What follows belongs to an exercise in optimizing a design on an open flow for small area and a short achievable clock period; a production flow would make more cautious choices.
In this exercise RTL edits were held to simulation tests only and were not proved equivalent to the original.
The flow treats the clock pin as an ideal source, which a real chip does not have.

==> flow/design.v (excerpt) <==
module qft3_top
(
    input  logic        clk,
    input  logic        rst_n,
    input  logic        valid_i,
    input  logic [63:0] re_i,
    input  logic [63:0] im_i,
    output logic        valid_o,
    output logic [63:0] re_o,
    output logic [63:0] im_o
);
Settings: LEC_CHECK=0, CAP_MARGIN=20, CORE_MARGIN=2, CORE_UTILIZATION=40, CTS_CLUSTER_DIAMETER=150, CTS_CLUSTER_SIZE=24, SETUP_SLACK_MARGIN=1.6, SLEW_MARGIN=20; clock period 4.0 ns.
run.sh (not shown) runs the stock make flow with config.mk's settings and CLKGATE_MAP_FILE= SYNTH_SCRIPT=/design/flow/synth_recipe.tcl, a recipe that flattens the netlist after the stock synthesis.
Rerun with:
==> flow/flow/run.sh (new file) <==
#!/bin/bash
# Standard layout, but with the smallest buffer on the ports. Each tool's output goes to its own log here.
set -euo pipefail
export BUFFER_PORTS_ARGS="-buffer_cell sky130_fd_sc_hd__buf_1"
bash standard.sh synth > synth.log 2>&1
bash standard.sh finish > layout.log 2>&1
==> flow/standard.sh (new file) <==
#!/bin/bash
# synth_recipe.tcl (not shown) runs the flow's synth.tcl, then flattens the netlist and writes it again
# the make line also repeats each setting of config.mk as NAME=value (left out here)
make -C /OpenROAD-flow-scripts/flow DESIGN_CONFIG=/design/flow/config.mk WORK_HOME=/design/flow/orfs CLKGATE_MAP_FILE= SYNTH_SCRIPT=/design/flow/synth_recipe.tcl "${@:-finish}"
removed: flow/run.sh
After rerunning:
- via count decreases by 0.55%
- fmax grows by 2.2%
- synthesized cell count does not change
- final area goes down by 2.4%
- routed wire length fell by about 0.6%
Rerun with:
==> flow/run.sh (new file) <==
#!/bin/bash
# synth_recipe.tcl (not shown) runs the flow's synth.tcl, then flattens the netlist and writes it again
# the make line also repeats each setting of config.mk as NAME=value (left out here)
make -C /OpenROAD-flow-scripts/flow DESIGN_CONFIG=/design/flow/config.mk WORK_HOME=/design/flow/orfs CLKGATE_MAP_FILE= SYNTH_SCRIPT=/design/flow/synth_recipe.tcl finish
CORE_UTILIZATION = 55   (was 40)
CTS_CLUSTER_DIAMETER = 200   (was 150)
CTS_CLUSTER_SIZE = 30   (was 24)
removed: flow/flow/run.sh
removed: flow/standard.sh
Synthesized area is unchanged.
Maximum frequency goes down by about 1.7%.
Setup slack degrades by 40 ps.
Hold slack improves by 110 ps.
Critical path depth goes down by 2.
Non-clock buffer count goes up by 24.
Rerun with:
CORE_UTILIZATION = 40   (was 55)
CTS_CLUSTER_DIAMETER = default   (was 200)
CTS_CLUSTER_SIZE = default   (was 30)
SETUP_SLACK_MARGIN = default   (was 1.6)
Synthesized area stays the same.
Setup slack is worse by 330 ps.
Core utilization goes down by 17 points.
Maximum frequency drops by about 12%.
Hold slack degrades by 3.2 ps.
Final area rose by 0.84%.
Via count is about the same.
Count of clock-buffer cells in the layout rose by 108.
Cell count goes up by 7.2%.
Die area rose by 37%.

* * *

Starting RTL as in the previous note.
export LEC_CHECK = 0
export CAP_MARGIN = 20
export CORE_MARGIN = 2
export CORE_UTILIZATION = 50
export CTS_CLUSTER_DIAMETER = 150
export CTS_CLUSTER_SIZE = 24
export SETUP_SLACK_MARGIN = 1.6
export SLEW_MARGIN = 20
create_clock -name core_clock -period 4.0 [get_ports {clk}]
standard.sh (not shown) runs the stock make flow with config.mk's settings and CLKGATE_MAP_FILE= SYNTH_SCRIPT=/design/flow/synth_recipe.tcl, a recipe that flattens the netlist after the stock synthesis.
==> flow/flow/run.sh <==
#!/bin/bash
# The standard layout with two changes:
#  - the ports get the smallest buffer (buf_1) instead of the default one;
#  - after clock tree synthesis, flops inside the pipeline whose incoming paths are
#    tighter than their outgoing ones get one or two clock buffers of delay (useful skew between
#    internal registers only; flops fed by the inputs and the valid chain are left alone).
# Each tool's output goes to a log of its own in this folder.
set -euo pipefail
export BUFFER_PORTS_ARGS="-buffer_cell sky130_fd_sc_hd__buf_1"
bash standard.sh synth > synth.log 2>&1
bash standard.sh cts > place_cts.log 2>&1
R=orfs/results/sky130hd/qft3_top/base
PLATFORM_DIR="$FLOW_HOME/platforms/sky130hd" IN_ODB=$R/4_cts.odb IN_SDC=$R/4_cts.sdc OUT_ODB=$R/4_cts.odb \
  SKEW_DELTA=0.08 SKEW_BUF=sky130_fd_sc_hd__clkbuf_1 SKEW_BELOW=1.8 SKEW_PASSES=2 \
  SKEW_IO_PATTERNS='*_h2_*_t_d1* v_q*' \
  openroad -no_init -exit flow/skew.tcl > skew.log 2>&1
bash standard.sh finish > route_finish.log 2>&1
==> flow/flow/skew.tcl <==
# Useful skew for the internal register-to-register paths: give a flop whose incoming
# paths are tighter than its outgoing ones a small clock delay (a buffer on its clock pin;
# SKEW_PASSES rounds, so at most that many buffers in a row). Flops whose names match
# SKEW_IO_PATTERNS (those that capture from the input ports, and the valid chain) are left
# alone, so no path from an input gains time; delaying a flop that drives an output only
# takes time away from the output path.
set plat $::env(PLATFORM_DIR)
read_lef $plat/lef/sky130_fd_sc_hd.tlef
read_lef $plat/lef/sky130_fd_sc_hd_merged.lef
read_liberty $plat/lib/sky130_fd_sc_hd__tt_025C_1v80.lib
read_db $::env(IN_ODB)
read_sdc $::env(IN_SDC)
source $plat/setRC.tcl
set_propagated_clock [all_clocks]
estimate_parasitics -placement
puts "before: worst slack [format %.3f [sta::worst_slack -max]] hold [format %.3f [sta::worst_slack -min]]"
set delta $::env(SKEW_DELTA)
set bufm $::env(SKEW_BUF)
set block [ord::get_db_block]
set master [[ord::get_db] findMaster $bufm]
# flops left alone, by name
set io_pat $::env(SKEW_IO_PATTERNS)
set k 0
for {set pass 0} {$pass < $::env(SKEW_PASSES)} {incr pass} {
set chosen {}
foreach reg [all_registers -edge_triggered -cells] {
  set n [get_full_name $reg]
  set skip 0
  foreach p $io_pat { if {[string match $p $n]} { set skip 1 } }
  if {$skip} continue
  set d [get_pins -of_objects $reg -filter "name==D"]
  set q [get_pins -of_objects $reg -filter "name==Q"]
  if {$d eq "" || $q eq ""} continue
  set sin [get_property $d slack_max]
  set sout [get_property $q slack_max]
  if {$sin + $delta < $sout - $delta && $sin < $::env(SKEW_BELOW)} { lappend chosen [sta::sta_to_db_inst $reg] }
}
puts "flops to delay: [llength $chosen]"
foreach inst $chosen {
  set ck [$inst findITerm CLK]
  set cnet [$ck getNet]
  set b [odb::dbInst_create $block $master "skewbuf_$k"]
  set net [odb::dbNet_create $block "skewclk_$k"]
  $net setSigType CLOCK
  $ck disconnect
  $ck connect $net
  [$b findITerm A] connect $cnet
  [$b findITerm X] connect $net
  set loc [$inst getLocation]
  $b setLocation [lindex $loc 0] [lindex $loc 1]
  $b setPlacementStatus PLACED
  incr k
}
estimate_parasitics -placement
puts "pass $pass: worst slack [format %.3f [sta::worst_slack -max]]"
}
global_connect
detailed_placement
check_placement
estimate_parasitics -placement
puts "after: worst slack [format %.3f [sta::worst_slack -max]] hold [format %.3f [sta::worst_slack -min]]"
if {[info exists ::env(OUT_ODB)]} { write_db $::env(OUT_ODB) }
The starting point completed with no timing, DRC or antenna violations.
Then changed:
--- a/flow/flow/skew.tcl
+++ b/flow/flow/skew.tcl
@@ -2,5 +2,2 @@
-# paths are tighter than its outgoing ones a small clock delay (a buffer on its clock pin;
-# SKEW_PASSES rounds, so at most that many buffers in a row). Flops whose names match
-# SKEW_IO_PATTERNS (those that capture from the input ports, and the valid chain) are left
-# alone, so no path from an input gains time; delaying a flop that drives an output only
-# takes time away from the output path.
+# paths are tighter than its outgoing ones a small clock delay (one buffer on its clock
+# pin). Flops that capture from input ports or launch to output ports are left alone.
@@ -21 +18,2 @@
-# flops left alone, by name
+# flops next to the ports
+# (by name: the first stage's sums, the output stage and the valid chain)
- CORE_UTILIZATION: 50 -> 40
The new run passed the timing, design-rule and antenna checks.
Clock skew is higher by 0.013 ns.
Via count increases by 0.42%.
Fmax came out higher by 0.34%.
Final area goes up by about 0.8%.
Worst setup slack improved by 0.0078 ns.
Then changed:
--- a/flow/flow/skew.tcl
+++ b/flow/flow/skew.tcl
@@ -2,2 +2,5 @@
-# paths are tighter than its outgoing ones a small clock delay (one buffer on its clock
-# pin). Flops that capture from input ports or launch to output ports are left alone.
+# paths are tighter than its outgoing ones a small clock delay (a buffer on its clock pin;
+# SKEW_PASSES rounds, so at most that many buffers in a row). Flops whose names match
+# SKEW_IO_PATTERNS (those that capture from the input ports, and the valid chain) are left
+# alone, so no path from an input gains time; delaying a flop that drives an output only
+# takes time away from the output path.
@@ -18,2 +21 @@
-# flops next to the ports
-# (by name: the first stage's sums, the output stage and the valid chain)
+# flops left alone, by name
- CORE_UTILIZATION: 40 -> 30
Effect:
- The changed run completed with no timing, DRC or antenna violations
- core utilization decreases by 11 points
- wire length increases by 6.1%
- worst setup slack gets worse by 0.016 ns
- non-clock buffer count decreases by 1
- cell area increases by 1.6%
- die area increases by 33%
- via count increases by about 1.2%
- global-route usage decreases by 3.2 points
Then changed:
--- a/flow/flow/run.sh
+++ b/flow/flow/run.sh
@@ -5 +5 @@
-#    tighter than their outgoing ones get one or two clock buffers of delay (useful skew between
+#    tighter than their outgoing ones get one clock buffer of delay (useful skew between
@@ -14 +14 @@
-  SKEW_DELTA=0.08 SKEW_BUF=sky130_fd_sc_hd__clkbuf_1 SKEW_BELOW=1.8 SKEW_PASSES=2 \
+  SKEW_DELTA=0.08 SKEW_BUF=sky130_fd_sc_hd__clkbuf_1 SKEW_BELOW=1.8 \
--- a/flow/flow/skew.tcl
+++ b/flow/flow/skew.tcl
@@ -2,5 +2,2 @@
-# paths are tighter than its outgoing ones a small clock delay (a buffer on its clock pin;
-# SKEW_PASSES rounds, so at most that many buffers in a row). Flops whose names match
-# SKEW_IO_PATTERNS (those that capture from the input ports, and the valid chain) are left
-# alone, so no path from an input gains time; delaying a flop that drives an output only
-# takes time away from the output path.
+# paths are tighter than its outgoing ones a small clock delay (one buffer on its clock
+# pin). Flops that capture from input ports or launch to output ports are left alone.
@@ -21 +18,2 @@
-# flops left alone, by name
+# flops next to the ports
+# (by name: the first stage's sums, the output stage and the valid chain)
@@ -23,2 +20,0 @@
-set k 0
-for {set pass 0} {$pass < $::env(SKEW_PASSES)} {incr pass} {
@@ -38,0 +35 @@
+set k 0
@@ -54,3 +50,0 @@
-estimate_parasitics -placement
-puts "pass $pass: worst slack [format %.3f [sta::worst_slack -max]]"
-}
- CORE_UTILIZATION: 30 -> 40
- SETUP_SLACK_MARGIN: 1.6 -> 1.5
Routed wire length falls by 7.7%.
Synthesized cell count stays the same.
Count of clock-buffer cells in the layout climbs by 4.
Worst setup slack loses 0.098 ns.
Utilization increases by 10 points.

==> separate check: timing with driven ports <==
The flow's constraints put no driver on any port. The routed layouts listed below were extracted and timed again, unchanged, in two steps. Step 1, drivers: a clkbuf_16 drives clk and a buf_2 each remaining input, both assumed. Step 2, shift: input delay + t, output delay - t, t = (earliest + latest rising clock arrival at the registers) / 2. This alone moves slack from input paths to output paths. a / b / c = no drivers / after step 1 / after step 2; a / b = the first two.
run	t (ns)	slack for setup (ns)	hold slack, ns	worst register clock-pin slew, ns	pins driven straight from the clock port
the first run of note 1	0.748	1.556 / 1.556 / 1.037	0.303 / 0.303 / 0.303	0.11 / 0.11	1
the second run of note 1	0.756	1.608 / 1.608 / 1.371	0.213 / 0.165 / 0.319	0.10 / 0.10	1
the third run of note 1	0.733	1.568 / 1.568 / 1.066	0.318 / 0.318 / 0.318	0.12 / 0.12	1
the fourth run of note 1	0.816	1.238 / 1.238 / 1.023	0.315 / 0.271 / 0.315	0.07 / 0.07	1
the first run of note 2	0.849	1.693 / 1.693 / 1.314	0.223 / 0.171 / 0.323	0.11 / 0.11	1
the second run of note 2	0.848	1.700 / 1.700 / 1.280	0.214 / 0.165 / 0.318	0.11 / 0.11	1
the third run of note 2	0.861	1.685 / 1.685 / 1.204	0.183 / 0.132 / 0.328	0.10 / 0.10	1
the fourth run of note 2	0.789	1.587 / 1.587 / 1.275	0.221 / 0.174 / 0.304	0.10 / 0.10	1
After both steps setup and hold are still met in every run listed. For the first run of note 1, which loses most, drivers alone change the setup slack by 0.000 ns; drivers and shift together by -0.519 ns.
